From an optimization exercise on the open Yosys and OpenROAD flow, aimed at small area, a short achievable clock period and few clock cycles; shortcuts taken in it are not production practice.
At most, simulation tests tie the RTL to the original design; equivalence was not proved.
The RTL of runs 3 and 4 was laid out without a check of its function.
Power figures rest on the tool's default switching activity, not on a simulated workload.

$ cat design/flow/config.mk
export PLATFORM = sky130hd
export DESIGN_NAME = attention_score
export DESIGN_NICKNAME = attention_score
export VERILOG_FILES = /design/flow/design.v
export SDC_FILE = /design/flow/constraint.sdc
export NUM_CORES = 4
export LEC_CHECK = 0
export ABC_CLOCK_PERIOD_IN_PS = 4500
export CAP_MARGIN = 20
export CORE_MARGIN = 2
export CORE_UTILIZATION = 40
export SETUP_SLACK_MARGIN = 5
export SLEW_MARGIN = 20
$ cat design/flow/run.sh
#!/bin/bash
# synth_recipe.tcl (not shown) runs the flow's synth.tcl, then flattens the netlist and writes it again
# the make line also repeats each setting of config.mk as NAME=value (left out here)
make -C /OpenROAD-flow-scripts/flow DESIGN_CONFIG=/design/flow/config.mk WORK_HOME=/design/flow/orfs CLKGATE_MAP_FILE= SYNTH_SCRIPT=/design/flow/synth_recipe.tcl finish
$ cat design/flow/design.v
package att_pkg;
    typedef enum logic [1:0] {
        OP_WRITE_QUERY = 2'd0,
        OP_WRITE_KEY   = 2'd1,
        OP_RUN         = 2'd2,
        OP_READ_SCORE  = 2'd3
    } att_op_e;
endpackage
module fp16_mul (
    input  logic [15:0] a,
    input  logic [15:0] b,
    output logic [15:0] p
);
    logic [21:0] prod;
    logic        norm;
    logic [6:0]  e_sum;
    logic [6:0]  e_res;
    always_comb begin
        prod  = {1'b1, a[9:0]} * {1'b1, b[9:0]};
        norm  = prod[21];
        e_sum = {2'b00, a[14:10]} + {2'b00, b[14:10]} + {6'd0, norm};
        e_res = e_sum - 7'd15;
        p[15]    = a[15] ^ b[15];
        p[14:10] = e_res[4:0];
        p[9:0]   = norm ? prod[20:11] : prod[19:10];
        if (a[14:10] == 5'd0 || b[14:10] == 5'd0 || e_sum <= 7'd15) begin
            p[14:0] = 15'd0;
        end else if (e_res >= 7'd31) begin
            p[14:0] = {5'd30, 10'h3ff};
        end
    end
endmodule
module fp16_add (
    input  logic        clk,
    input  logic [15:0] a,
    input  logic [15:0] b,
    output logic [15:0] s
);
    logic [15:0] x;
    logic [15:0] y;
    logic [4:0]  d;
    logic [13:0] mx;
    logic [13:0] y_shift;
    logic [30:0] y_lost;
    logic [13:0] y_al;
    logic [14:0] sum;
    always_comb begin
        logic [14:0] am;
        logic [14:0] bm;
        am = (a[14:10] == 5'd0) ? {a[14:10], 10'd0} : a[14:0];
        bm = (b[14:10] == 5'd0) ? {b[14:10], 10'd0} : b[14:0];
        if (bm > am) begin
            x = {b[15], bm};
            y = {a[15], am};
        end else begin
            x = {a[15], am};
            y = {b[15], bm};
        end
        mx = {|x[14:10], x[9:0], 3'b000};
        d  = x[14:10] - y[14:10];
        {y_shift, y_lost} = {{|y[14:10], y[9:0], 3'b000}, 31'd0} >> d;
        y_al = y_shift | {13'd0, |y_lost};
        if (x[15] == y[15]) sum = {1'b0, mx} + {1'b0, y_al};
        else                sum = {1'b0, mx} - {1'b0, y_al};
    end
    logic [14:0] sum_q;
    logic [4:0]  xe_q;
    logic        xs_q;
    logic        ys_q;
    always_ff @(posedge clk) begin
        sum_q <= sum;
        xe_q  <= x[14:10];
        xs_q  <= x[15];
        ys_q  <= y[15];
    end
    logic [3:0]  lz;
    logic [14:0] sum_norm;
    logic [6:0]  e_top;
    logic [6:0]  e_res;
    logic [15:0] s_next;
    always_comb begin
        lz = 4'd15;
        for (int i = 0; i <= 14; i++) begin
            if (sum_q[i]) lz = 4'(14 - i);
        end
        sum_norm = sum_q << lz;
        e_top = {2'b00, xe_q} + 7'd1;
        e_res = e_top - {3'b000, lz};
        s_next[15]    = xs_q;
        s_next[14:10] = e_res[4:0];
        s_next[9:0]   = sum_norm[13:4];
        if (sum_q == 15'd0) begin
            s_next = {xs_q & ys_q, 15'd0};
        end else if (e_top <= {3'b000, lz}) begin
            s_next[14:0] = 15'd0;
        end else if (e_res >= 7'd31) begin
            s_next[14:0] = {5'd30, 10'h3ff};
        end
    end
    always_ff @(posedge clk) begin
        s <= s_next;
    end
endmodule
module matrix_store #(
    parameter bit CLR = 1'b0
) (
    input  logic         clk,
    input  logic         rst,
    input  logic [15:0]  ins,
    input  logic [15:0]  din,
    output logic [255:0] slots
);
    logic [15:0] r [16];
    for (genvar p = 0; p < 16; p++) begin : g_slot
        logic [15:0] nx;
        assign nx = ins[p] ? din : r[(p + 1) % 16];
        always_ff @(posedge clk) begin
            if (CLR && rst) begin
                r[p] <= {6'd0, nx[9:0]};
            end else begin
                r[p] <= nx;
            end
        end
        assign slots[16*p +: 16] = r[p];
    end
endmodule
module score_sequencer (
    input  logic         clk,
    input  logic         rst,
    input  logic [21:0]  cmd,
    input  logic         cmd_req,
    output logic         cmd_ack,
    output logic [15:0]  rsp_data,
    output logic [15:0]  q_ins,
    output logic [15:0]  k_ins,
    output logic [15:0]  s_ins,
    output logic [15:0]  s_din,
    input  logic [255:0] q_slots,
    input  logic [255:0] k_slots,
    input  logic [255:0] s_slots
);
    localparam logic [3:0] PH_GO = 4'd2;
    logic [1:0] op;
    logic [3:0] addr;
    logic [3:0] hq;
    logic [3:0] hk;
    logic [3:0] hs;
    logic [1:0] rk;
    assign op   = cmd[21:20];
    assign addr = cmd[19:16];
    assign hq   = {cmd[18], cmd[17:16], cmd[19]};
    assign hk   = hq + 4'd1;
    assign rk   = cmd[19:18] ^ cmd[17:16];
    assign hs   = {cmd[18], 2'b00, cmd[19]} + {1'b0, rk, 1'b0} + 4'd14;
    logic [3:0] ph;
    logic       pend;
    logic       running;
    logic [6:0] t;
    logic       s_valid;
    logic       busy;
    logic [6:0] t_rdy;
    logic       rd_ok;
    logic       accept;
    logic       start;
    assign busy = pend | running;
    assign t_rdy = {1'b0, rk, cmd[18], 2'b00, cmd[19]} + 7'd11;
    assign rd_ok = !pend && (!running || t >= t_rdy);
    always_comb begin
        case (op)
            2'd0:    accept = !busy && ph == hq;
            2'd1:    accept = !busy && ph == hk;
            2'd2:    accept = !busy;
            default: accept = rd_ok;
        endcase
        accept = accept && cmd_req && !cmd_ack;
    end
    assign start = !running && (pend || (accept && op == 2'd2)) && ph == PH_GO;
    assign q_ins = {accept && op == 2'd0, 15'd0};
    assign k_ins = {accept && op == 2'd1, 15'd0};
    always_ff @(posedge clk) begin
        if (rst) begin
            ph      <= '0;
            cmd_ack <= 1'b0;
            pend    <= 1'b0;
            running <= 1'b0;
            t       <= '0;
            s_valid <= 1'b0;
        end else begin
            ph <= ph + 4'd1;
            if (cmd_ack) begin
                if (!cmd_req) cmd_ack <= 1'b0;
            end else if (accept) begin
                cmd_ack <= 1'b1;
            end
            if (accept && op == 2'd2) begin
                s_valid <= 1'b1;
                pend    <= 1'b1;
            end
            if (start) begin
                pend    <= 1'b0;
                running <= 1'b1;
                t       <= '0;
            end else if (running) begin
                t <= t + 7'd1;
                if (t == 7'd67) running <= 1'b0;
            end
        end
    end
    logic [1:0]  k;
    logic [15:0] q_tap;
    logic [15:0] k_tap;
    assign k     = t[5:4];
    assign q_tap = q_slots[16*13 +: 16];
    always_comb begin
        case ({k, t[0]})
            3'b000, 3'b001: k_tap = k_slots[16*14 +: 16];
            3'b010, 3'b011: k_tap = k_slots[16*6  +: 16];
            3'b100:         k_tap = k_slots[16*15 +: 16];
            3'b101:         k_tap = k_slots[16*13 +: 16];
            3'b110:         k_tap = k_slots[16*7  +: 16];
            default:        k_tap = k_slots[16*5  +: 16];
        endcase
    end
    logic [15:0] op_a;
    logic [15:0] op_b;
    logic [15:0] prod;
    logic [15:0] prod_q;
    logic [15:0] acc;
    logic [15:0] add_a;
    logic        v1, v2, v3, v4;
    logic        first1, first2;
    logic        last1, last2, last3, last4;
    logic [1:0]  k1, k2, k3, k4;
    always_ff @(posedge clk) begin
        op_a   <= q_tap;
        op_b   <= k_tap;
        first1 <= t[2:1] == 2'd0;
        last1  <= t[2:1] == 2'd3;
        k1     <= k;
        prod_q <= prod;
        first2 <= first1;
        last2  <= last1;
        k2     <= k1;
        last3  <= last2;
        k3     <= k2;
        last4  <= last3;
        k4     <= k3;
        if (rst) begin
            v1 <= 1'b0;
            v2 <= 1'b0;
            v3 <= 1'b0;
            v4 <= 1'b0;
        end else begin
            v1 <= running && !t[6];
            v2 <= v1;
            v3 <= v2;
            v4 <= v3;
        end
    end
    fp16_mul mul_i (
        .a (op_a),
        .b (op_b),
        .p (prod)
    );
    assign add_a = first2 ? 16'h0000 : acc;
    fp16_add add_i (
        .clk (clk),
        .a   (add_a),
        .b   (prod_q),
        .s   (acc)
    );
    assign s_din = (acc[14:10] <= 5'd1) ? {acc[15], 15'd0}
                                        : {acc[15], acc[14:10] - 5'd1, acc[9:0]};
    always_comb begin
        s_ins = '0;
        s_ins[{k4, 1'b0}] = v4 && last4;
    end
    logic [3:0] s_slot;
    assign s_slot = hs - ph;
    always_ff @(posedge clk) begin
        rsp_data <= s_valid ? s_slots[16*s_slot +: 16] : 16'h0000;
    end
endmodule
`timescale 1ns/1ns
module attention_score (
    input  logic               clk,
    input  logic               rst,
    input  logic [21:0]        cmd,
    input  logic               cmd_req,
    output logic               cmd_ack,
    output logic [15:0]        rsp_data
);
    logic [15:0]  q_ins;
    logic [15:0]  k_ins;
    logic [15:0]  s_ins;
    logic [15:0]  s_din;
    logic [255:0] q_slots;
    logic [255:0] k_slots;
    logic [255:0] s_slots;
    matrix_store #(.CLR(1'b1)) q_i (
        .clk   (clk),
        .rst   (rst),
        .ins   (q_ins),
        .din   (cmd[15:0]),
        .slots (q_slots)
    );
    matrix_store #(.CLR(1'b1)) k_i (
        .clk   (clk),
        .rst   (rst),
        .ins   (k_ins),
        .din   (cmd[15:0]),
        .slots (k_slots)
    );
    matrix_store #(.CLR(1'b0)) s_i (
        .clk   (clk),
        .rst   (rst),
        .ins   (s_ins),
        .din   (s_din),
        .slots (s_slots)
    );
    score_sequencer seq_i (
        .clk      (clk),
        .rst      (rst),
        .cmd      (cmd),
        .cmd_req  (cmd_req),
        .cmd_ack  (cmd_ack),
        .rsp_data (rsp_data),
        .q_ins    (q_ins),
        .k_ins    (k_ins),
        .s_ins    (s_ins),
        .s_din    (s_din),
        .q_slots  (q_slots),
        .k_slots  (k_slots),
        .s_slots  (s_slots)
    );
endmodule
$ cat design/flow/constraint.sdc
create_clock -name core_clock -period 10.5 [get_ports {clk}]
set_input_delay 2.1000 -clock core_clock [delete_from_list [all_inputs] [get_ports {clk}]]
set_output_delay 2.1000 -clock core_clock [all_outputs]
set_load 0.01 [all_outputs]
==> summary.txt, run 1 <==
remaining design rule violation count=0; highest clock frequency the design can meet=138 MHz; post-layout instance count excluding filler cells=4079; post-synthesis sequential area ratio=0.554; data arrival time at the worst-slack endpoint=7.75 ns; largest net degree at the start of global routing=119; Critical Path Sink=seq_i.prod_q[4]; setup tns final=0 ns; overall overflow remaining after global route=0; Synth area leaders=sky130_fd_sc_hd__dfxtp_1 (55%), sky130_fd_sc_hd__mux4_2 (6.2%), sky130_fd_sc_hd__fa_1 (5.2%), sky130_fd_sc_hd__ha_1 (4.8%), sky130_fd_sc_hd__nor2b_1 (3.6%); Vias/cell=4.89; RD Place Congestion=0.849; Worst Path Max Fanout=8; CP max stage delay=0.56 ns; Detailed Routing Iterations Pass 1=5; Max-Slew Margin vs Limit=0.302; internal power summed over all cells=5470 uW; y dimension of the die=288 um; worst clock skew on the final layout=0.0460 ns; vias in the first global route=20700; maximum buffer depth of the clock tree=3; Setup crit start kind=flop; number of maximum-capacitance constraint violations=0; number of warnings issued by yosys=7; CP max stage cell=sky130_fd_sc_hd__fa_2; final core utilization=0.475; starting density of the core=0.402; complex-gate fraction of the synthesized area=0.0750; slack of the worst reg-to-reg path=3.26 ns; share of the clock period used by the worst path after layout=0.689; Final Max Tran Viols=0; simple-gate share of the synthesized area=0.121; setup repair after global routing missed its margin=true; Gate Count Post-Synth=2856; CTS HTree Levels=3; ys async rst share=0; Final WS setup=3.26 ns; proportion of layout cells with a drive suffix above 1=0.174; path type of the worst min-delay path=flop to flop; crit end category=flop; Area growth syn-to-layout=18.0%; Seq pwr share=0.501; cell area after synthesis=32300 um2; maximum vdd ir drop=0.156 mV; CTS Root Buffer Type=sky130_fd_sc_hd__clkbuf_16; post-layout power=7000 uW; post-synthesis sequential element count=893; number of routed nets with antenna violations=0; total of hold buffers inserted after clock tree synthesis=0; Finish-stage setup viols=0; data required time at the worst endpoint=11.02 ns; type of the worst setup path=flop to flop; R2R depth=29; dominant combinational cell family by area after synthesis=simple AND/OR/NAND/NOR gates; Post-synth EDFFs=0; Boundary Pins=42; WL final=67900 um; portion of total power attributed to combinational logic=0.044; number of different library cells in the post-synthesis netlist=79; top_reg_cell synth=sky130_fd_sc_hd__dfxtp_1; outcome=timing/DRC/antenna clean; proportion of power drawn by the clock network=0.454; synthesized area divided by synthesized cell count=11.3 um2; time the final worst path needs with I/O delays and setup=7.24 ns; CORE AREA=80200 um2; routed wirelength normalized by instance count=16.7 um; FF-to-FF Start=seq_i.op_b[9]; Clock Latency Late Sink=0.66 ns; Setup crit start=seq_i.op_b[9]; total track usage=0.167; Cell Count Post-Placement=3855; number of buffers inserted during clock tree synthesis=89; number of placement rows=104; number of failing hold endpoints at the final stage=0; switching power total=1520 uW; worst setup slack before clock tree synthesis=2.22 ns; detailed-placement wirelength estimate=46300 um; width of the chip=288 um; R2R Path End=seq_i.prod_q[4]; ant diodes=0; post-synthesis mux area share=0.0954; net count after synthesis=3090; leading area contributor after synthesis=sky130_fd_sc_hd__dfxtp_1; area of the die=82900 um2; Synth Area in Adders=0.101; share of the synthesized area in the top cell type=0.554; clock transition at the registers of the reported paths=0.06 ns; most frequent cell on the critical path=sky130_fd_sc_hd__fa_1; CTS tree=built; count of input and output buffers=41; CTS Sinks=893; total power per unit cell area=184 nW/um2; initial antenna violation count=0; number of violations reported at the end of detailed-routing iteration 0=894; first-pass GRT wire length=111000 um; routed via count=19900; final net count=3191; net switching fraction of the power=0.218; static leakage power=0.0158 uW; xor/xnor share of the synthesized area=0.0155; slew of the pin with the lowest slew margin=1.05 ns
## flip-flops by register name, summed over array words and instances, names as in the netlist, 2 cells and up
register,flops
q_i.r,246
seq_i.t,7
seq_i.add_i.s,16
seq_i.op_b,16
seq_i.k3,2
seq_i.prod_q,16
seq_i.op_a,16
k_i.r,256
s_i.r,256
seq_i.k4,2
seq_i.add_i.xe_q,5
seq_i.k1,2
seq_i.add_i.sum_q,15
seq_i.k2,2
seq_i.rsp_data,16
seq_i.ph,4
## metrics by stage
step / instance area, um2 / hold WS [ns]
floorplan: 32600 / 0.310
global route: 38100 / 0.301
detailed placement: 33900 / 0.312
finish: 38100 / 0.295
global placement: 33900 / 0.310
CTS: 37800 / 0.294
## layout make-up
cell class	instances	area, um2
Timing Repair Buffer	131	1130
Sequential cell	893	18000
Clock inverter	27	470
Fill cell	7243	42100
Inverter	197	757
Timing Repair inverter	1	6.26
Tap cell	1060	1330
Multi-Input combinational cell	1644	13900
Clock buffer	126	2550
## worst min path at each step
stage | from | to | slack, ns | cells after the start
4_1_cts | k_i.r[12][2] | k_i.r[11][2] | 0.29 | 0
6_report | k_i.r[12][2] | k_i.r[11][2] | 0.30 | 0
5_1_grt | k_i.r[12][2] | k_i.r[11][2] | 0.30 | 0
2_1_floorplan | q_i.r[13][7] | seq_i.op_a[7] | 0.31 | 0
3_5_place_dp | q_i.r[11][8] | q_i.r[10][8] | 0.31 | 0
3_3_place_gp | q_i.r[7][9] | q_i.r[6][9] | 0.31 | 0
## power groups by stage
stage          Combinational (uW)  Clock [uW]  Sequential (uW)
5_1_grt                       344        3400             3510
4_1_cts                       318        3260             3510
2_1_floorplan                 219           0             3560
6_report                      311        3180             3510
3_5_place_dp                  296           0             3590
3_3_place_gp                  293           0             3580
## cells in the mapped netlist (36+ instances only)
cell type,number
sky130_fd_sc_hd__fa_1,84
sky130_fd_sc_hd__o21ai_0,159
sky130_fd_sc_hd__clkbuf_1,110
sky130_fd_sc_hd__mux2i_1,64
sky130_fd_sc_hd__dfxtp_1,893
sky130_fd_sc_hd__mux2_2,36
sky130_fd_sc_hd__inv_1,195
sky130_fd_sc_hd__nor2_1,152
sky130_fd_sc_hd__nor2b_1,187
sky130_fd_sc_hd__ha_1,125
sky130_fd_sc_hd__a21oi_1,88
sky130_fd_sc_hd__nand2_1,271
sky130_fd_sc_hd__and2_1,60
sky130_fd_sc_hd__mux4_2,89
## layer usage
layer	vias up	share of wire	track usage	routed length, um
met5	-	0	0	0
met4	0	0.023	0.0513	1570
met3	127	0.036	0.0247	2450
met2	356	0.48	0.278	32400
met1	9707	0.46	0.224	31600
li1	9742	-	-	-
## cells in the final DEF (no fill, tap or decap), types with 19 or more instances in the layout
cell and instances:
sky130_fd_sc_hd__and2_1 56, sky130_fd_sc_hd__nor2_1 144, sky130_fd_sc_hd__mux2_2 36, sky130_fd_sc_hd__nand3_1 19, sky130_fd_sc_hd__clkbuf_1 19, sky130_fd_sc_hd__dfxtp_1 868
sky130_fd_sc_hd__fa_1 79, sky130_fd_sc_hd__a21oi_1 69, sky130_fd_sc_hd__buf_4 84, sky130_fd_sc_hd__a22oi_1 19, sky130_fd_sc_hd__a21oi_2 19, sky130_fd_sc_hd__nand2_1 252
sky130_fd_sc_hd__nand2b_1 22, sky130_fd_sc_hd__mux4_2 89, sky130_fd_sc_hd__mux2i_1 61, sky130_fd_sc_hd__nor2b_1 187, sky130_fd_sc_hd__clkbuf_16 89, sky130_fd_sc_hd__xor2_1 25
sky130_fd_sc_hd__xnor2_1 25, sky130_fd_sc_hd__inv_1 182, sky130_fd_sc_hd__ha_1 109, sky130_fd_sc_hd__o21ai_0 147, sky130_fd_sc_hd__clkdlybuf4s50_1 40
## what timing repair did
action                                  4_1_cts  5_1_grt
endpoints found under the setup margin       30       29
gates cloned                                  3        0
setup buffers                                54       14
hold endpoints to repair                      0        0
resized for setup                           102       49
pin swaps                                    33       23
## worst max-delay path: cells and delay by family, from the launching register on
kind | cells | cell delay [ns]
flops | 1 | 0.44
fa+ha+maj | 10 | 4.16
compound gates | 6 | 0.88
buf+inv | 6 | 0.39
simple gates | 6 | 1.06
xor+xnor | 1 | 0.20
## cell families (layout without fill, tap and decap cells)
group,after synthesis,after routing
AOI/OAI and AO/OA,396,397
xor gates and xnor gates,57,57
adders and majority gates,210,210
buffers and inverters,321,482
DFF,893,893
muxes,190,190
and+or+nand+nor,789,790
Testbench counts, summed over its fixed seeds: cycles 7,340.
==> run 2: changes to the inputs <==
--- a/design/flow/config.mk
+++ b/design/flow/config.mk
@@ -5,9 +5,7 @@
 export SDC_FILE = /design/flow/constraint.sdc
 export NUM_CORES = 4
 export LEC_CHECK = 0
-export ABC_CLOCK_PERIOD_IN_PS = 4500
 export CAP_MARGIN = 20
 export CORE_MARGIN = 2
 export CORE_UTILIZATION = 40
-export SETUP_SLACK_MARGIN = 5
 export SLEW_MARGIN = 20
==> run 2 against run 1 <==
  * Fmax down 25%
  * Register-to-register slack worse by 2.4 ns
  * Flip-flop and latch count did not move
  * Cell count down 1.4%
  * Via count is 1.0% lower
  * Cell area is 3.4% lower
  * Still clean on timing, DRC and antenna
==> summary.txt, run 2 <==
outcome=timing/DRC/antenna clean; share of the clock period used by the worst path after layout=0.916 (+0.226); detailed-placement wirelength estimate=44200 um (-4.3%); number of placement rows=104 (unchanged); worst clock skew on the final layout=0.0441 ns (-0.00184 ns); CP max stage cell=sky130_fd_sc_hd__o31ai_1; number of violations reported at the end of detailed-routing iteration 0=1063 (+19%); CTS Root Buffer Type=sky130_fd_sc_hd__clkbuf_16; total track usage=0.161 (-0.00539); Boundary Pins=42 (unchanged); Largest regs=k_i.r: 256 flops, s_i.r: 256 flops, q_i.r: 246 flops; most frequent standard cell in the layout excluding fill and tap cells=sky130_fd_sc_hd__dfxtp_1; cell area after synthesis=32300 um2 (unchanged); path type of the worst min-delay path=flop to flop; static leakage power=0.0153 uW (-3.6%); final net count=3122 (-2.2%); Gate Count Post-Synth=2856 (unchanged); Post-synth EDFFs=0 (unchanged); number of routed nets with antenna violations=0 (unchanged); Max-Slew Margin vs Limit=0.257 (-0.0452); top_reg_cell synth=sky130_fd_sc_hd__dfxtp_1; maximum buffer depth of the clock tree=3 (unchanged); Area growth syn-to-layout=14.0%; crit end category=flop; number of maximum-capacitance constraint violations=0 (unchanged); data arrival time at the worst-slack endpoint=10.06 ns (+2.31 ns); CTS Sinks=893 (unchanged); post-synthesis sequential element count=893 (unchanged); Final Max Tran Viols=0 (unchanged); number of different library cells in the post-synthesis netlist=79 (unchanged); Post-CTS Setup Bufs=0 (-100%); Synth area leaders=sky130_fd_sc_hd__dfxtp_1 (55%), sky130_fd_sc_hd__mux4_2 (6.2%), sky130_fd_sc_hd__fa_1 (5.2%), sky130_fd_sc_hd__ha_1 (4.8%), sky130_fd_sc_hd__nor2b_1 (3.6%); net count after synthesis=3090 (unchanged); total power per unit cell area=190 nW/um2 (+3.5%); Final WS setup=0.886 ns (-2.38 ns); post_cts resized=0 (-100%); routed via count=19700 (-1.0%); slew of the pin with the lowest slew margin=1.11 ns (+0.0692 ns); most frequently used cell type in the post-synthesis netlist=sky130_fd_sc_hd__dfxtp_1; leading area contributor after synthesis=sky130_fd_sc_hd__dfxtp_1; share of the synthesized area in the top cell type=0.554 (unchanged); setup repair after global routing missed its margin=false; number of warnings issued by yosys=7 (unchanged); CORE AREA=80200 um2 (unchanged); Setup crit start kind=flop; ys async rst share=0 (unchanged); synthesized area divided by synthesized cell count=11.3 um2 (unchanged); type of the worst setup path=flop to flop; CTS tree=built; commonest cells after routing, fill and taps aside=sky130_fd_sc_hd__dfxtp_1 (892), sky130_fd_sc_hd__nand2_1 (271), sky130_fd_sc_hd__inv_1 (195); # fillers=7396 (+2.1%); Detailed Routing Iterations Pass 1=4 (-1); routed wirelength normalized by instance count=16.3 um (-2.2%); Clock Latency Late Sink=0.64 ns (-0.02 ns); CTS HTree Levels=3 (unchanged); Finish-stage setup viols=0 (unchanged); maximum vdd ir drop=0.154 mV (-1.6%); Vias/cell=4.90 (+0.33%); count of input and output buffers=41 (unchanged); number of failing hold endpoints at the final stage=0 (unchanged); area of the die=82900 um2 (unchanged); data required time at the worst endpoint=10.94 ns (-0.08 ns); first-pass GRT wire length=108000 um (-2.7%); setup tns final=0 ns (unchanged); WL final=65600 um (-3.5%); y dimension of the die=288 um (unchanged); initial antenna violation count=1 (+1); vias in the first global route=20400 (-1.3%); clock transition at the registers of the reported paths=0.07 ns (about the same); top cells by instance count after synthesis=sky130_fd_sc_hd__dfxtp_1 (893), sky130_fd_sc_hd__nand2_1 (271), sky130_fd_sc_hd__inv_1 (195); largest net degree at the start of global routing=105 (-12%); highest clock frequency the design can meet=104 MHz (-25%); CP max stage delay=0.77 ns (+0.21 ns); RD Place Congestion=0.850 (+0.14%); starting density of the core=0.402 (unchanged); time the final worst path needs with I/O delays and setup=9.61 ns (+2.38 ns); width of the chip=288 um (unchanged); overall overflow remaining after global route=0 (unchanged); final hold slack=0.295 ns (-0.000333 ns); worst setup slack before clock tree synthesis=0.940 ns (-1.28 ns); total of hold buffers inserted after clock tree synthesis=0 (unchanged); remaining design rule violation count=0 (unchanged); post-synthesis sequential area ratio=0.554 (unchanged); number of buffers inserted during clock tree synthesis=88 (-1.1%); Worst Path Max Fanout=14 (+6); proportion of layout cells with a drive suffix above 1=0.110 (-0.0635)
run 2: per-layer routing:
metal | vias to the layer above | global-route usage | share of wire
li1 | 9634 | - | -
met1 | 9574 | 0.218 | 0.47
met2 | 402 | 0.259 | 0.46
met3 | 111 | 0.0296 | 0.043
met4 | 2 | 0.0569 | 0.028
met5 | - | 0 | 0.00031
run 2: cell families (layout without fill, tap and decap cells):
| family | Yosys count | after routing | share of synthesized area |
|---|---|---|---|
| buffers and inverters | 321 | 427 | 0.0383 |
| adders and majority gates | 210 | 210 | 0.101 |
| muxes | 190 | 190 | 0.0954 |
| xor gates and xnor gates | 57 | 57 | 0.0155 |
| DFF | 893 | 893 | 0.554 |
| other | 0 | 1 | 0 |
| and+or+nand+nor | 789 | 789 | 0.121 |
| AOI/OAI and AO/OA | 396 | 396 | 0.0751 |
run 2: final timing paths:
kind	start	end	slack, ns	cells after the start
hold reg to reg	k_i.r[8][5]	k_i.r[7][5]	0.29	0
hold / removal	k_i.r[8][5]	k_i.r[7][5]	0.29	0
setup reg to reg	seq_i.op_a[5]	seq_i.prod_q[4]	0.89	31
setup / recovery	seq_i.op_a[5]	seq_i.prod_q[4]	0.89	31
run 2: cell type report:
| class | instances | area, um2 | share of cell area |
|---|---|---|---|
| flip-flops and latches | 893 | 17900 | 0.486 |
| inverters | 197 | 739 | 0.0201 |
| well taps | 1060 | 1330 | 0.0361 |
| multi-input cells | 1642 | 13200 | 0.358 |
| clock buffers | 126 | 2580 | 0.0703 |
| repair buffers | 66 | 599 | 0.0163 |
| clock inverters | 38 | 475 | 0.0129 |
| diodes | 1 | 2.50 | 0.0000680 |
run 2: power breakdown:
part / total [uW] / internal (uW) / leakage, uW / switching [uW]
clock: 3200 / 1870 / 0.00152 / 1330
combinational: 283 / 117 / 0.00651 / 166
sequential: 3510 / 3470 / 0.00723 / 43.4
total: 6990 / 5450 / 0.0153 / 1540
run 2: stage by stage:
| stage | cells | utilization | instance area, um2 | power, uW |
|---|---|---|---|---|
| 2_1_floorplan | 2856 | - | 32300 | 3770 |
| 3_3_place_gp | 3858 | 0.421 | 33700 | 3870 |
| 3_5_place_dp | 3858 | 0.421 | 33700 | 3870 |
| 4_1_cts | 4022 | 0.459 | 36800 | 7080 |
| 5_1_grt | 4022 | 0.459 | 36800 | 7270 |
| 6_report | 4023 | 0.459 | 36800 | 6990 |
run 2: critical path, delay by kind of cell, from the launching register on:
kind | cells | cell delay [ns]
AOI/OAI and AO/OA | 7 | 1.95
xor gates and xnor gates | 2 | 0.89
adders and majority gates | 10 | 4.56
buffers and inverters | 8 | 0.97
DFF | 1 | 0.61
and+or+nand+nor | 4 | 0.42
==> run 3: changes to the inputs <==
--- a/design/flow/design.v
+++ b/design/flow/design.v
@@ -7,28 +7,83 @@
     } att_op_e;
 endpackage
 module fp16_mul (
+    input  logic        clk,
     input  logic [15:0] a,
     input  logic [15:0] b,
     output logic [15:0] p
 );
+    function automatic logic [43:0] csa(input logic [21:0] x, input logic [21:0] y,
+                                        input logic [21:0] z);
+        logic [21:0] s;
+        logic [21:0] c;
+        s = x ^ y ^ z;
+        c = ((x & y) | (x & z) | (y & z)) << 1;
+        csa = {s, c};
+    endfunction
+    logic [10:0] ma;
+    logic [10:0] mb;
+    logic [21:0] pp [11];
+    logic [21:0] l1 [8];
+    logic [21:0] l2 [6];
+    logic [21:0] l3 [4];
+    logic [21:0] l4 [3];
+    logic [21:0] row_s;
+    logic [21:0] row_c;
+    assign ma = {1'b1, a[9:0]};
+    assign mb = {1'b1, b[9:0]};
+    always_comb begin
+        for (int i = 0; i < 11; i++) begin
+            pp[i] = 22'(mb[i] ? ma : 11'd0) << i;
+        end
+        {l1[0], l1[1]} = csa(pp[0], pp[1], pp[2]);
+        {l1[2], l1[3]} = csa(pp[3], pp[4], pp[5]);
+        {l1[4], l1[5]} = csa(pp[6], pp[7], pp[8]);
+        l1[6] = pp[9];
+        l1[7] = pp[10];
+        {l2[0], l2[1]} = csa(l1[0], l1[1], l1[2]);
+        {l2[2], l2[3]} = csa(l1[3], l1[4], l1[5]);
+        l2[4] = l1[6];
+        l2[5] = l1[7];
+        {l3[0], l3[1]} = csa(l2[0], l2[1], l2[2]);
+        {l3[2], l3[3]} = csa(l2[3], l2[4], l2[5]);
+        {l4[0], l4[1]} = csa(l3[0], l3[1], l3[2]);
+        l4[2] = l3[3];
+        {row_s, row_c} = csa(l4[0], l4[1], l4[2]);
+    end
+    logic [21:0] s_q;
+    logic [21:0] c_q;
+    logic [5:0]  e_q;
+    logic        z_q;
+    logic        sg_q;
+    always_ff @(posedge clk) begin
+        s_q  <= row_s;
+        c_q  <= row_c;
+        e_q  <= {1'b0, a[14:10]} + {1'b0, b[14:10]};
+        z_q  <= (a[14:10] == 5'd0) || (b[14:10] == 5'd0);
+        sg_q <= a[15] ^ b[15];
+    end
     logic [21:0] prod;
     logic        norm;
     logic [6:0]  e_sum;
     logic [6:0]  e_res;
+    logic [15:0] p_next;
     always_comb begin
-        prod  = {1'b1, a[9:0]} * {1'b1, b[9:0]};
+        prod  = s_q + c_q;
         norm  = prod[21];
-        e_sum = {2'b00, a[14:10]} + {2'b00, b[14:10]} + {6'd0, norm};
+        e_sum = {1'b0, e_q} + {6'd0, norm};
         e_res = e_sum - 7'd15;
-        p[15]    = a[15] ^ b[15];
-        p[14:10] = e_res[4:0];
-        p[9:0]   = norm ? prod[20:11] : prod[19:10];
-        if (a[14:10] == 5'd0 || b[14:10] == 5'd0 || e_sum <= 7'd15) begin
-            p[14:0] = 15'd0;
+        p_next[15]    = sg_q;
+        p_next[14:10] = e_res[4:0];
+        p_next[9:0]   = norm ? prod[20:11] : prod[19:10];
+        if (z_q || e_sum <= 7'd15) begin
+            p_next[14:0] = 15'd0;
         end else if (e_res >= 7'd31) begin
-            p[14:0] = {5'd30, 10'h3ff};
+            p_next[14:0] = {5'd30, 10'h3ff};
         end
     end
+    always_ff @(posedge clk) begin
+        p <= p_next;
+    end
 endmodule
 module fp16_add (
     input  logic        clk,
@@ -36,32 +91,38 @@
     input  logic [15:0] b,
     output logic [15:0] s
 );
-    logic [15:0] x;
-    logic [15:0] y;
-    logic [4:0]  d;
+    logic [13:0] ma;
+    logic [13:0] mb;
+    logic [4:0]  d_ab;
+    logic [4:0]  d_ba;
+    logic [13:0] a_sh;
+    logic [13:0] b_sh;
+    logic        a_st;
+    logic        b_st;
+    logic        b_gt;
     logic [13:0] mx;
-    logic [13:0] y_shift;
-    logic [30:0] y_lost;
     logic [13:0] y_al;
+    logic        sub;
     logic [14:0] sum;
     always_comb begin
-        logic [14:0] am;
-        logic [14:0] bm;
-        am = (a[14:10] == 5'd0) ? {a[14:10], 10'd0} : a[14:0];
-        bm = (b[14:10] == 5'd0) ? {b[14:10], 10'd0} : b[14:0];
-        if (bm > am) begin
-            x = {b[15], bm};
-            y = {a[15], am};
+        ma   = {|a[14:10], a[9:0] & {10{|a[14:10]}}, 3'b000};
+        mb   = {|b[14:10], b[9:0] & {10{|b[14:10]}}, 3'b000};
+        d_ab = a[14:10] - b[14:10];
+        d_ba = b[14:10] - a[14:10];
+        a_sh = ma >> d_ba;
+        b_sh = mb >> d_ab;
+        a_st = |(ma & ~(14'h3fff << d_ba));
+        b_st = |(mb & ~(14'h3fff << d_ab));
+        b_gt = {b[14:10], mb[12:3]} > {a[14:10], ma[12:3]};
+        if (b_gt) begin
+            mx   = mb;
+            y_al = a_sh | {13'd0, a_st};
         end else begin
-            x = {a[15], am};
-            y = {b[15], bm};
+            mx   = ma;
+            y_al = b_sh | {13'd0, b_st};
         end
-        mx = {|x[14:10], x[9:0], 3'b000};
-        d  = x[14:10] - y[14:10];
-        {y_shift, y_lost} = {{|y[14:10], y[9:0], 3'b000}, 31'd0} >> d;
-        y_al = y_shift | {13'd0, |y_lost};
-        if (x[15] == y[15]) sum = {1'b0, mx} + {1'b0, y_al};
-        else                sum = {1'b0, mx} - {1'b0, y_al};
+        sub = a[15] ^ b[15];
+        sum = {1'b0, mx} + ({1'b0, y_al} ^ {15{sub}}) + {14'd0, sub};
     end
     logic [14:0] sum_q;
     logic [4:0]  xe_q;
@@ -69,9 +130,9 @@
     logic        ys_q;
     always_ff @(posedge clk) begin
         sum_q <= sum;
-        xe_q  <= x[14:10];
-        xs_q  <= x[15];
-        ys_q  <= y[15];
+        xe_q  <= b_gt ? b[14:10] : a[14:10];
+        xs_q  <= b_gt ? b[15] : a[15];
+        ys_q  <= b_gt ? a[15] : b[15];
     end
     logic [3:0]  lz;
     logic [14:0] sum_norm;
@@ -221,10 +282,7 @@
             default:        k_tap = k_slots[16*5  +: 16];
         endcase
     end
-    logic [15:0] op_a;
-    logic [15:0] op_b;
     logic [15:0] prod;
-    logic [15:0] prod_q;
     logic [15:0] acc;
     logic [15:0] add_a;
     logic        v1, v2, v3, v4;
@@ -232,12 +290,9 @@
     logic        last1, last2, last3, last4;
     logic [1:0]  k1, k2, k3, k4;
     always_ff @(posedge clk) begin
-        op_a   <= q_tap;
-        op_b   <= k_tap;
         first1 <= t[2:1] == 2'd0;
         last1  <= t[2:1] == 2'd3;
         k1     <= k;
-        prod_q <= prod;
         first2 <= first1;
         last2  <= last1;
         k2     <= k1;
@@ -258,15 +313,16 @@
         end
     end
     fp16_mul mul_i (
-        .a (op_a),
-        .b (op_b),
-        .p (prod)
+        .clk (clk),
+        .a   (q_tap),
+        .b   (k_tap),
+        .p   (prod)
     );
     assign add_a = first2 ? 16'h0000 : acc;
     fp16_add add_i (
         .clk (clk),
         .a   (add_a),
-        .b   (prod_q),
+        .b   (prod),
         .s   (acc)
     );
     assign s_din = (acc[14:10] <= 5'd1) ? {acc[15], 15'd0}
--- a/design/flow/config.mk
+++ b/design/flow/config.mk
@@ -5,7 +5,9 @@
 export SDC_FILE = /design/flow/constraint.sdc
 export NUM_CORES = 4
 export LEC_CHECK = 0
+export ABC_CLOCK_PERIOD_IN_PS = 4500
 export CAP_MARGIN = 20
 export CORE_MARGIN = 2
 export CORE_UTILIZATION = 40
+export SETUP_SLACK_MARGIN = 5
 export SLEW_MARGIN = 20
==> run 3 against run 2 <==
  * Non-clock buffer count up 2
  * Sequential share of layout area up 0.56 points
  * Area after synthesis is 0.44% higher
  * Combinational power up 8.5%
  * Largest cell class unchanged
==> summary.txt, run 3 <==
Hold Path Stages=0 (unchanged); slack of the worst reg-to-reg path=5.24 ns (+4.35 ns); setup tns final=0 ns (unchanged); buffer and inverter count on the worst path=3 (-5); type of the worst setup path=flop to flop; most frequent standard cell in the layout excluding fill and tap cells=sky130_fd_sc_hd__dfxtp_1; Finish-stage setup viols=0 (unchanged); static leakage power=0.0146 uW (-4.5%); slew of the pin with the lowest slew margin=1.04 ns (-0.0756 ns); CTS Sinks=910 (+1.9%); leading area contributor after synthesis=sky130_fd_sc_hd__dfxtp_1; Worst Path Max Fanout=32 (+18); Worst path top cell family by delay=adder cells; first-pass GRT wire length=111000 um (+3.0%); number of violations reported at the end of detailed-routing iteration 0=1077 (+1.3%); post-synthesis sequential area ratio=0.562 (+0.00806); overall overflow remaining after global route=0 (unchanged); Boundary Pins=42 (unchanged); RD Place Congestion=0.863 (+1.6%); highest clock frequency the design can meet=190 MHz (+83%); CP max stage delay=0.57 ns (-0.20 ns); starting density of the core=0.403 (+0.000471); number of failing hold endpoints at the final stage=0 (unchanged); synthesized area divided by synthesized cell count=11.4 um2 (+1.1%); post-synthesis sequential element count=910 (+1.9%); initial antenna violation count=2 (+1); largest net degree at the start of global routing=166 (+58%); detailed-placement wirelength estimate=46800 um (+5.9%); number of buffers inserted during clock tree synthesis=87 (-1.1%); R2R depth=12 (-61%); critical path, cell by cell=buf_4, nor2_1, buf_4, a22oi_1, a21oi_2, nand2_1, fa_1, fa_1, fa_1, fa_1, inv_1, fa_1; share of the clock period used by the worst path after layout=0.501 (-0.415); time the final worst path needs with I/O delays and setup=5.26 ns (-4.35 ns); Clock Latency Late Sink=0.67 ns (+0.03 ns); Detailed Routing Iterations Pass 1=5 (+1); total number of cells along the worst setup path=12 (-61%); most frequently used cell type in the post-synthesis netlist=sky130_fd_sc_hd__dfxtp_1; maximum vdd ir drop=0.130 mV (-15%); top_reg_cell synth=sky130_fd_sc_hd__dfxtp_1; Final Max Tran Viols=0 (unchanged); Setup crit start=seq_i.t[4]; total power per unit cell area=192 nW/um2 (+0.75%); top cells by instance count after synthesis=sky130_fd_sc_hd__dfxtp_1 (910), sky130_fd_sc_hd__nand2_1 (282), sky130_fd_sc_hd__nor2b_1 (192); complex-gate fraction of the synthesized area=0.0771 (+0.00203); FF-to-FF Start=seq_i.t[4]; Max-Slew Margin vs Limit=0.307 (+0.0504); Gate Count Post-Synth=2837 (-0.67%); xor/xnor share of the synthesized area=0.0218 (+0.00634); Vias/cell=4.97 (+1.4%); CTS tree=built; outcome=timing/DRC/antenna clean; number of warnings issued by yosys=12 (+5); cell area after synthesis=32400 um2 (+0.44%); number of routed nets with antenna violations=0 (unchanged); CTS HTree Levels=3 (unchanged); worst clock skew on the final layout=0.0507 ns (+0.00657 ns); ant diodes=0 (-1); simple-gate share of the synthesized area=0.120 (-0.000454); y dimension of the die=289 um (+0.22%); most frequent cell on the critical path=sky130_fd_sc_hd__fa_1; Synth Area in Adders=0.0944 (-0.00655); Post-CTS Setup Bufs=0 (unchanged); CORE AREA=80400 um2 (+0.32%); Critical Path Sink=seq_i.mul_i.s_q[10]; path type of the worst min-delay path=flop to flop; CP max stage cell=sky130_fd_sc_hd__fa_1; worst setup slack before clock tree synthesis=4.63 ns (+3.69 ns); total track usage=0.168 (+0.00669); setup repair after global routing missed its margin=false; Setup crit start kind=flop; number of maximum-capacitance constraint violations=0 (unchanged); Final WS setup=5.24 ns (+4.35 ns); area of the die=83300 um2 (+0.43%); Synth area leaders=sky130_fd_sc_hd__dfxtp_1 (56%), sky130_fd_sc_hd__mux4_2 (6.1%), sky130_fd_sc_hd__fa_1 (5.5%), sky130_fd_sc_hd__ha_1 (3.9%), sky130_fd_sc_hd__nor2b_1 (3.7%); maximum buffer depth of the clock tree=3 (unchanged); vias in the first global route=20500 (+0.52%); Area growth syn-to-layout=14.4%; commonest cells after routing, fill and taps aside=sky130_fd_sc_hd__dfxtp_1 (908), sky130_fd_sc_hd__nand2_1 (281), sky130_fd_sc_hd__nor2b_1 (192); width of the chip=289 um (+0.22%); dominant combinational cell family by area after synthesis=simple AND/OR/NAND/NOR gates; final hold slack=0.296 ns (+0.00139 ns); routed wirelength normalized by instance count=17.3 um (+5.8%); Largest regs=k_i.r: 256 flops, q_i.r: 256 flops, s_i.r: 256 flops; number of different library cells in the post-synthesis netlist=83 (+5.1%); WL final=68900 um (+5.1%); routed via count=19900 (+0.76%); ys async rst share=0 (unchanged); remaining design rule violation count=0 (unchanged); post-synthesis mux area share=0.0921 (-0.00332); number of placement rows=104 (unchanged); R2R Path End=seq_i.mul_i.s_q[10]; Post-synth EDFFs=0 (unchanged); CTS Root Buffer Type=sky130_fd_sc_hd__clkbuf_16; clock transition at the registers of the reported paths=0.06 ns (about the same); data arrival time at the worst-slack endpoint=5.79 ns (-4.27 ns); crit end category=flop; net count after synthesis=3053 (-1.2%); proportion of layout cells with a drive suffix above 1=0.116 (+0.00608); share of the synthesized area in the top cell type=0.562 (+0.00806); data required time at the worst endpoint=11.03 ns (+0.09 ns); count of input and output buffers=41 (unchanged); final net count=3082 (-1.3%); final core utilization=0.461 (+0.00195)
[run 3: cell types whose count changed after synthesis, moves of 8 or more]
cell	delta
sky130_fd_sc_hd__xnor2_1	+19
sky130_fd_sc_hd__nand3_1	+10
sky130_fd_sc_hd__buf_1	+8
sky130_fd_sc_hd__a21oi_1	+23
sky130_fd_sc_hd__dfxtp_1	+17
sky130_fd_sc_hd__inv_1	-53
sky130_fd_sc_hd__ha_1	-23
sky130_fd_sc_hd__nand2_1	+11
sky130_fd_sc_hd__mux2i_1	-9
sky130_fd_sc_hd__and2_1	-14
sky130_fd_sc_hd__nor2_1	-19
[run 3: routing by layer]
metal  wire length, um  up-vias  GRT usage
met5                13        -          0
met2             31400      450      0.267
met1             31700     9682      0.224
met3              3450      149     0.0350
met4              2420        2     0.0657
li1                  -     9589          -
[run 3: area by class of cell]
class | instances | area [um2]
Fill cell | 7240 | 43400
Sequential cell | 910 | 18200
Clock buffer | 119 | 2450
Multi-Input combinational cell | 1656 | 13300
Clock inverter | 40 | 622
Tap cell | 1060 | 1330
Timing Repair Buffer | 68 | 637
Inverter | 143 | 537
[run 3: power breakdown]
group	internal (uW)	switching, uW	total, uW
Clock	1890	1340	3230
Combinational	125	182	307
Sequential	3530	36.4	3570
Total	5540	1560	7100
[run 3: how the worst min path moves through the flow]
stage	startpoint	slack [ns]	to
after floorplan	k_i.r[1][0]	0.31	k_i.r[0][0]
after global placement	q_i.r[3][3]	0.31	q_i.r[2][3]
after detailed placement	k_i.r[1][0]	0.31	k_i.r[0][0]
after CTS	q_i.r[15][3]	0.30	q_i.r[14][3]
after global routing	k_i.r[2][5]	0.31	k_i.r[1][5]
final	k_i.r[2][5]	0.30	k_i.r[1][5]
[run 3: kinds of logic after synthesis]
logic type,count (synthesis)
adders and majority gates,191
AOI/OAI and AO/OA,414
xor gates and xnor gates,79
and+or+nand+nor,788
DFF,910
buffers and inverters,272
muxes,183
[run 3: metrics by stage]
step                      instance area, um2  instances  power, uW
after global placement                 33900       3835       3940
after floorplan                        32400       2837       3850
after detailed placement               33900       3835       3950
after global routing                   37100       3996       7370
final                                  37100       3996       7100
after CTS                              37000       3994       7190
[run 3: repair_timing]
item,CTS,global route
setup endpoints to repair,4,27
hold endpoints to repair,0,0
gates cloned,0,1
pin swaps,0,1
hold buffers,0,0
gates resized for setup,4,13
==> run 4: changes to the inputs <==
--- a/design/flow/design.v
+++ b/design/flow/design.v
@@ -168,13 +168,13 @@
     input  logic         clk,
     input  logic         rst,
     input  logic [15:0]  ins,
-    input  logic [15:0]  din,
+    input  logic [255:0] din,
     output logic [255:0] slots
 );
     logic [15:0] r [16];
     for (genvar p = 0; p < 16; p++) begin : g_slot
         logic [15:0] nx;
-        assign nx = ins[p] ? din : r[(p + 1) % 16];
+        assign nx = ins[p] ? din[16*p +: 16] : r[(p + 1) % 16];
         always_ff @(posedge clk) begin
             if (CLR && rst) begin
                 r[p] <= {6'd0, nx[9:0]};
@@ -195,41 +195,36 @@
     output logic [15:0]  q_ins,
     output logic [15:0]  k_ins,
     output logic [15:0]  s_ins,
-    output logic [15:0]  s_din,
+    output logic [255:0] s_din,
     input  logic [255:0] q_slots,
     input  logic [255:0] k_slots,
     input  logic [255:0] s_slots
 );
-    localparam logic [3:0] PH_GO = 4'd2;
+    localparam logic [3:0] PH_GO  = 4'd2;
+    localparam logic [6:0] T_LAST = 7'd67;
     logic [1:0] op;
-    logic [3:0] addr;
-    logic [3:0] hq;
-    logic [3:0] hk;
-    logic [3:0] hs;
     logic [1:0] rk;
-    assign op   = cmd[21:20];
-    assign addr = cmd[19:16];
-    assign hq   = {cmd[18], cmd[17:16], cmd[19]};
-    assign hk   = hq + 4'd1;
-    assign rk   = cmd[19:18] ^ cmd[17:16];
-    assign hs   = {cmd[18], 2'b00, cmd[19]} + {1'b0, rk, 1'b0} + 4'd14;
+    logic [6:0] t_rdy;
+    assign op = cmd[21:20];
+    assign rk    = cmd[19:18] ^ cmd[17:16];
+    assign t_rdy = {1'b0, rk, cmd[18], 2'b00, cmd[19]} + 7'd11;
     logic [3:0] ph;
+    logic [3:0] ph_m1;
+    logic [3:0] ph_s;
     logic       pend;
     logic       running;
     logic [6:0] t;
     logic       s_valid;
     logic       busy;
-    logic [6:0] t_rdy;
     logic       rd_ok;
     logic       accept;
     logic       start;
-    assign busy = pend | running;
-    assign t_rdy = {1'b0, rk, cmd[18], 2'b00, cmd[19]} + 7'd11;
+    assign busy  = pend | running;
     assign rd_ok = !pend && (!running || t >= t_rdy);
     always_comb begin
         case (op)
-            2'd0:    accept = !busy && ph == hq;
-            2'd1:    accept = !busy && ph == hk;
+            2'd0:    accept = !busy && cmd[19:16] == {ph[0], ph[3], ph[2:1]};
+            2'd1:    accept = !busy && cmd[19:16] == {ph_m1[0], ph_m1[3], ph_m1[2:1]};
             2'd2:    accept = !busy;
             default: accept = rd_ok;
         endcase
@@ -240,14 +235,18 @@
     assign k_ins = {accept && op == 2'd1, 15'd0};
     always_ff @(posedge clk) begin
         if (rst) begin
-            ph      <= '0;
+            ph      <= 4'd0;
+            ph_m1   <= 4'd15;
+            ph_s    <= 4'd14;
             cmd_ack <= 1'b0;
             pend    <= 1'b0;
             running <= 1'b0;
             t       <= '0;
             s_valid <= 1'b0;
         end else begin
-            ph <= ph + 4'd1;
+            ph    <= ph + 4'd1;
+            ph_m1 <= ph_m1 + 4'd1;
+            ph_s  <= ph_s - 4'd1;
             if (cmd_ack) begin
                 if (!cmd_req) cmd_ack <= 1'b0;
             end else if (accept) begin
@@ -263,7 +262,7 @@
                 t       <= '0;
             end else if (running) begin
                 t <= t + 7'd1;
-                if (t == 7'd67) running <= 1'b0;
+                if (t == T_LAST) running <= 1'b0;
             end
         end
     end
@@ -284,7 +283,6 @@
     end
     logic [15:0] prod;
     logic [15:0] acc;
-    logic [15:0] add_a;
     logic        v1, v2, v3, v4;
     logic        first1, first2;
     logic        last1, last2, last3, last4;
@@ -293,9 +291,9 @@
         first1 <= t[2:1] == 2'd0;
         last1  <= t[2:1] == 2'd3;
         k1     <= k;
-        first2 <= first1;
         last2  <= last1;
         k2     <= k1;
+        first2 <= first1;
         last3  <= last2;
         k3     <= k2;
         last4  <= last3;
@@ -318,21 +316,22 @@
         .b   (k_tap),
         .p   (prod)
     );
-    assign add_a = first2 ? 16'h0000 : acc;
     fp16_add add_i (
         .clk (clk),
-        .a   (add_a),
+        .a   (first2 ? 16'h0000 : acc),
         .b   (prod),
         .s   (acc)
     );
-    assign s_din = (acc[14:10] <= 5'd1) ? {acc[15], 15'd0}
-                                        : {acc[15], acc[14:10] - 5'd1, acc[9:0]};
+    logic [15:0] half;
+    assign half = (acc[14:10] <= 5'd1) ? {acc[15], 15'd0}
+                                       : {acc[15], acc[14:10] - 5'd1, acc[9:0]};
     always_comb begin
+        s_din = {16{half}};
         s_ins = '0;
         s_ins[{k4, 1'b0}] = v4 && last4;
     end
     logic [3:0] s_slot;
-    assign s_slot = hs - ph;
+    assign s_slot = {cmd[18], rk, cmd[19]} + ph_s;
     always_ff @(posedge clk) begin
         rsp_data <= s_valid ? s_slots[16*s_slot +: 16] : 16'h0000;
     end
@@ -349,7 +348,7 @@
     logic [15:0]  q_ins;
     logic [15:0]  k_ins;
     logic [15:0]  s_ins;
-    logic [15:0]  s_din;
+    logic [255:0] s_din;
     logic [255:0] q_slots;
     logic [255:0] k_slots;
     logic [255:0] s_slots;
@@ -357,14 +356,14 @@
         .clk   (clk),
         .rst   (rst),
         .ins   (q_ins),
-        .din   (cmd[15:0]),
+        .din   ({16{cmd[15:0]}}),
         .slots (q_slots)
     );
     matrix_store #(.CLR(1'b1)) k_i (
         .clk   (clk),
         .rst   (rst),
         .ins   (k_ins),
-        .din   (cmd[15:0]),
+        .din   ({16{cmd[15:0]}}),
         .slots (k_slots)
     );
     matrix_store #(.CLR(1'b0)) s_i (
==> run 4 against run 3 <==
  * Still clean on timing, DRC and antenna
  * Hold slack improved by 0.022 ns
  * Non-clock buffer count grew 4
  * Power rose by 1.4%
  * Critical path type unchanged
==> summary.txt, run 4 <==
top metal layer carrying routed signals=met4; maximum buffer depth of the clock tree=3 (unchanged); CORE AREA=82000 um2 (+1.9%); Max-Slew Margin vs Limit=0.315 (+0.00750); Cell Area, Placed=34600 um2 (+2.0%); number of buffers inserted during clock tree synthesis=91 (+4.6%); top_reg_cell synth=sky130_fd_sc_hd__dfxtp_1; Worst path top cell family by delay=simple AND/OR/NAND/NOR gates; worst clock skew on the final layout=0.0684 ns (+0.0177 ns); CP max stage delay=0.45 ns (-0.12 ns); area of the die=84900 um2 (+2.0%); y dimension of the die=291 um (+0.98%); wire length on met1=31200 um (-1.5%); FF-to-FF Start=seq_i.add_i.s[12]; cell area after synthesis=33100 um2 (+2.0%); commonest cells after routing, fill and taps aside=sky130_fd_sc_hd__dfxtp_1 (917), sky130_fd_sc_hd__nand2_1 (296), sky130_fd_sc_hd__nor2b_1 (191); maximum vdd ir drop=0.147 mV (+13%); met3 routed wirelength=2510 um (-27%); CP max stage cell=sky130_fd_sc_hd__or3_1; Finish-stage setup viols=0 (unchanged); net count after synthesis=3178 (+4.1%); slack of the worst reg-to-reg path=5.23 ns (about the same); starting density of the core=0.403 (about the same); post-synthesis sequential area ratio=0.556 (-0.00620); R2R depth=19 (+7); total track usage=0.164 (-0.00389); RD Place Congestion=0.877 (+1.6%); top cells by instance count after synthesis=sky130_fd_sc_hd__dfxtp_1 (918), sky130_fd_sc_hd__nand2_1 (297), sky130_fd_sc_hd__nor2b_1 (191); number of violations reported at the end of detailed-routing iteration 0=1210 (+12%); first-pass GRT wire length=114000 um (+2.7%); CTS Sinks=918 (+0.88%); slew of the pin with the lowest slew margin=1.03 ns (-0.0127 ns); number of warnings issued by yosys=12 (unchanged); width of the chip=291 um (+0.98%); highest clock frequency the design can meet=190 MHz (-0.11%); WL final=68800 um (-0.14%); share of the clock period used by the worst path after layout=0.501 (+0.000560); Final Max Tran Viols=0 (unchanged); Area growth syn-to-layout=14.2%; detailed-placement wirelength estimate=45000 um (-3.9%); clock transition at the registers of the reported paths=0.06 ns (about the same); number of placement rows=105 (+0.96%); data required time at the worst endpoint=11.01 ns (-0.02 ns); CTS Root Buffer Type=sky130_fd_sc_hd__clkbuf_16; post-route cell area=37700 um2 (+1.9%); number of different library cells in the post-synthesis netlist=85 (+2.4%); CTS tree=built; setup repair after global routing missed its margin=true; Vias/cell=4.99 (+0.28%); ant diodes=0 (unchanged); leading area contributor after synthesis=sky130_fd_sc_hd__dfxtp_1; R2R Path End=seq_i.add_i.sum_q[14]; Largest regs=k_i.r: 256 flops, q_i.r: 256 flops, s_i.r: 256 flops; static leakage power=0.0152 uW (+4.1%); Detailed Routing Iterations Pass 1=5 (unchanged); total length of routed met2 wires=33500 um (+6.6%); CTS HTree Levels=3 (unchanged); remaining design rule violation count=0 (unchanged); total power per unit cell area=191 nW/um2 (-0.41%); ys async rst share=0 (unchanged); Clock Latency Late Sink=0.66 ns (about the same); synthesized area divided by synthesized cell count=11.2 um2 (-2.3%); final net count=3213 (+4.3%); Gate Count Post-Synth=2962 (+4.4%); post-synthesis sequential element count=918 (+0.88%); count of input and output buffers=41 (unchanged); post-layout instance count excluding filler cells=4140 (+3.6%); Final WS setup=5.23 ns (-0.00588 ns); total number of cells along the worst setup path=19 (+7); Setup crit start kind=flop; crit end category=flop; number of routed nets with antenna violations=0 (unchanged); hold path endpoint=s_i.r[12][11]; min-delay src=s_i.r[13][11]; Cell Count Post-Placement=3972 (+3.6%); Synth area leaders=sky130_fd_sc_hd__dfxtp_1 (56%), sky130_fd_sc_hd__fa_1 (5.4%), sky130_fd_sc_hd__mux4_2 (5.1%), sky130_fd_sc_hd__ha_1 (3.9%), sky130_fd_sc_hd__nor2b_1 (3.6%); share of the synthesized area in the top cell type=0.556 (-0.00620); routed via count=20600 (+3.9%); time the final worst path needs with I/O delays and setup=5.27 ns (+0.00588 ns); Boundary Pins=42 (unchanged); number of failing hold endpoints at the final stage=0 (unchanged); routed wirelength normalized by instance count=16.6 um (-3.6%); # fillers=7475 (+3.2%); final hold slack=0.318 ns (+0.0219 ns); Post-CTS Setup Bufs=0 (unchanged); path type of the worst min-delay path=flop to flop; data arrival time at the worst-slack endpoint=5.78 ns (about the same); number of maximum-capacitance constraint violations=0 (unchanged); worst setup slack before clock tree synthesis=4.45 ns (-0.181 ns); most frequent standard cell in the layout excluding fill and tap cells=sky130_fd_sc_hd__dfxtp_1; total of hold buffers inserted after clock tree synthesis=0 (unchanged); buffer and inverter count on the worst path=1 (-2); proportion of layout cells with a drive suffix above 1=0.110 (-0.00637); outcome=timing/DRC/antenna clean; vias in the first global route=21500 (+4.9%); overall overflow remaining after global route=0 (unchanged); Post-synth EDFFs=0 (unchanged); critical path, cell by cell=nor3_1, a21oi_1, buf_4, nand2_1, ha_1, a21o_1, a211o_1, o221ai_4, a31oi_4, nor4_1, a31oi_1, xnor2_1, ha_1, or3_1, or3_1, a31oi_2, o31ai_1, or4_1, and3_1; largest net degree at the start of global routing=133 (-20%); most frequently used cell type in the post-synthesis netlist=sky130_fd_sc_hd__dfxtp_1; setup tns final=0 ns (unchanged); Worst Path Max Fanout=24 (-25%); type of the worst setup path=flop to flop; initial antenna violation count=0 (-2); Hold Path Stages=0 (unchanged)
==> run 4: cell types whose count changed in the layout (fill, tap and decap cells not counted), sizes merged, moves of 8 or more <==
cell    previous run  this run
clkbuf           120       134
nand3             30        57
a21oi            113        98
and3               7        27
a31oi             10        22
nand3b             5        18
dfxtp            910       918
inv              144       162
mux4              88        75
nor4               5        13
mux2i             55        63
a22oi             26        18
nand2            282       298
and2              46        82
==> run 4: report_power, final <==
part	leakage, uW	internal [uW]	total (uW)	switching (uW)
logic	0.00625	147	371	224
registers	0.00743	3570	3620	41.6
clock network	0.00150	1850	3210	1360
==> run 4: kinds of logic after synthesis <==
logic type      share of synthesized area
compound gates                     0.0739
buf+inv                            0.0338
fa+ha+maj                          0.0925
simple gates                        0.138
mux                                0.0821
xor+xnor                           0.0237
flops                               0.556
==> run 4: timing repair <==
action	in CTS	in global routing
gates resized for setup	1	14
setup endpoints to repair	3	38
cloned	1	1
pin swaps	1	1
==> run 4: how the worst max path moves through the flow <==
stage | to | slack (ns) | startpoint
floorplan | seq_i.add_i.sum_q[14] | 5.14 | seq_i.add_i.s[12]
global placement | seq_i.rsp_data[14] | 4.49 | cmd[18]
detailed placement | seq_i.rsp_data[14] | 4.45 | cmd[18]
CTS | seq_i.add_i.sum_q[14] | 5.00 | seq_i.mul_i.p[13]
global route | seq_i.add_i.sum_q[14] | 4.94 | seq_i.add_i.s[12]
finish | seq_i.add_i.sum_q[14] | 5.23 | seq_i.add_i.s[12]
==> run 4: metal layers <==
metal / GRT usage / vias up
li1: - / 10000
met1: 0.212 / 10100
met2: 0.281 / 415
met3: 0.0250 / 130
met4: 0.0520 / 0
met5: 0 / -
==> run 4: cell type report <==
cell class / count / area [um2] / area share
Tap cell: 1070 / 1340 / 0.0355
Inverter: 157 / 589 / 0.0156
Clock inverter: 32 / 410 / 0.0109
Timing Repair Buffer: 72 / 648 / 0.0172
Multi-Input combinational cell: 1757 / 13700 / 0.364
Sequential cell: 918 / 18400 / 0.487
Clock buffer: 134 / 2650 / 0.0702
==> run 4: per-stage QoR <==
| step | total power (uW) | utilization |
|---|---|---|
| 2_1_floorplan | 3940 | - |
| 3_5_place_dp | 4070 | 0.422 |
| 4_1_cts | 7290 | 0.459 |
| 6_report | 7200 | 0.460 |
| 5_1_grt | 7470 | 0.460 |
| 3_3_place_gp | 4060 | 0.422 |

static timing again, ports no longer ideal:
The flow's constraints put no driver on any port. The routed layouts listed below were extracted and timed again, unchanged, in two steps.
Step 1, drivers: a clkbuf_16 drives clk and a buf_2 each remaining input, both assumed.
Step 2 also shifts input and output timing later by t, the mid clock arrival at the registers, as if the neighbouring blocks saw the same clock.
Slacks: no drivers / after step 1 / after step 2; pairs: no drivers / after step 1.
run	t, ns	slack for setup (ns)	latest minus earliest clock arrival (ns)
run 1	0.696	3.264 / 3.264 / 3.264	0.059 / 0.059
run 2	0.690	0.886 / 0.886 / 0.886	0.064 / 0.065
run 3	0.706	5.241 / 5.241 / 4.696	0.062 / 0.062
run 4	0.690	5.235 / 5.235 / 4.736	0.072 / 0.072
After both steps setup and hold are still met in every run listed. For run 3, which loses most, drivers alone change the setup slack by 0.000 ns; drivers and shift together by -0.545 ns.
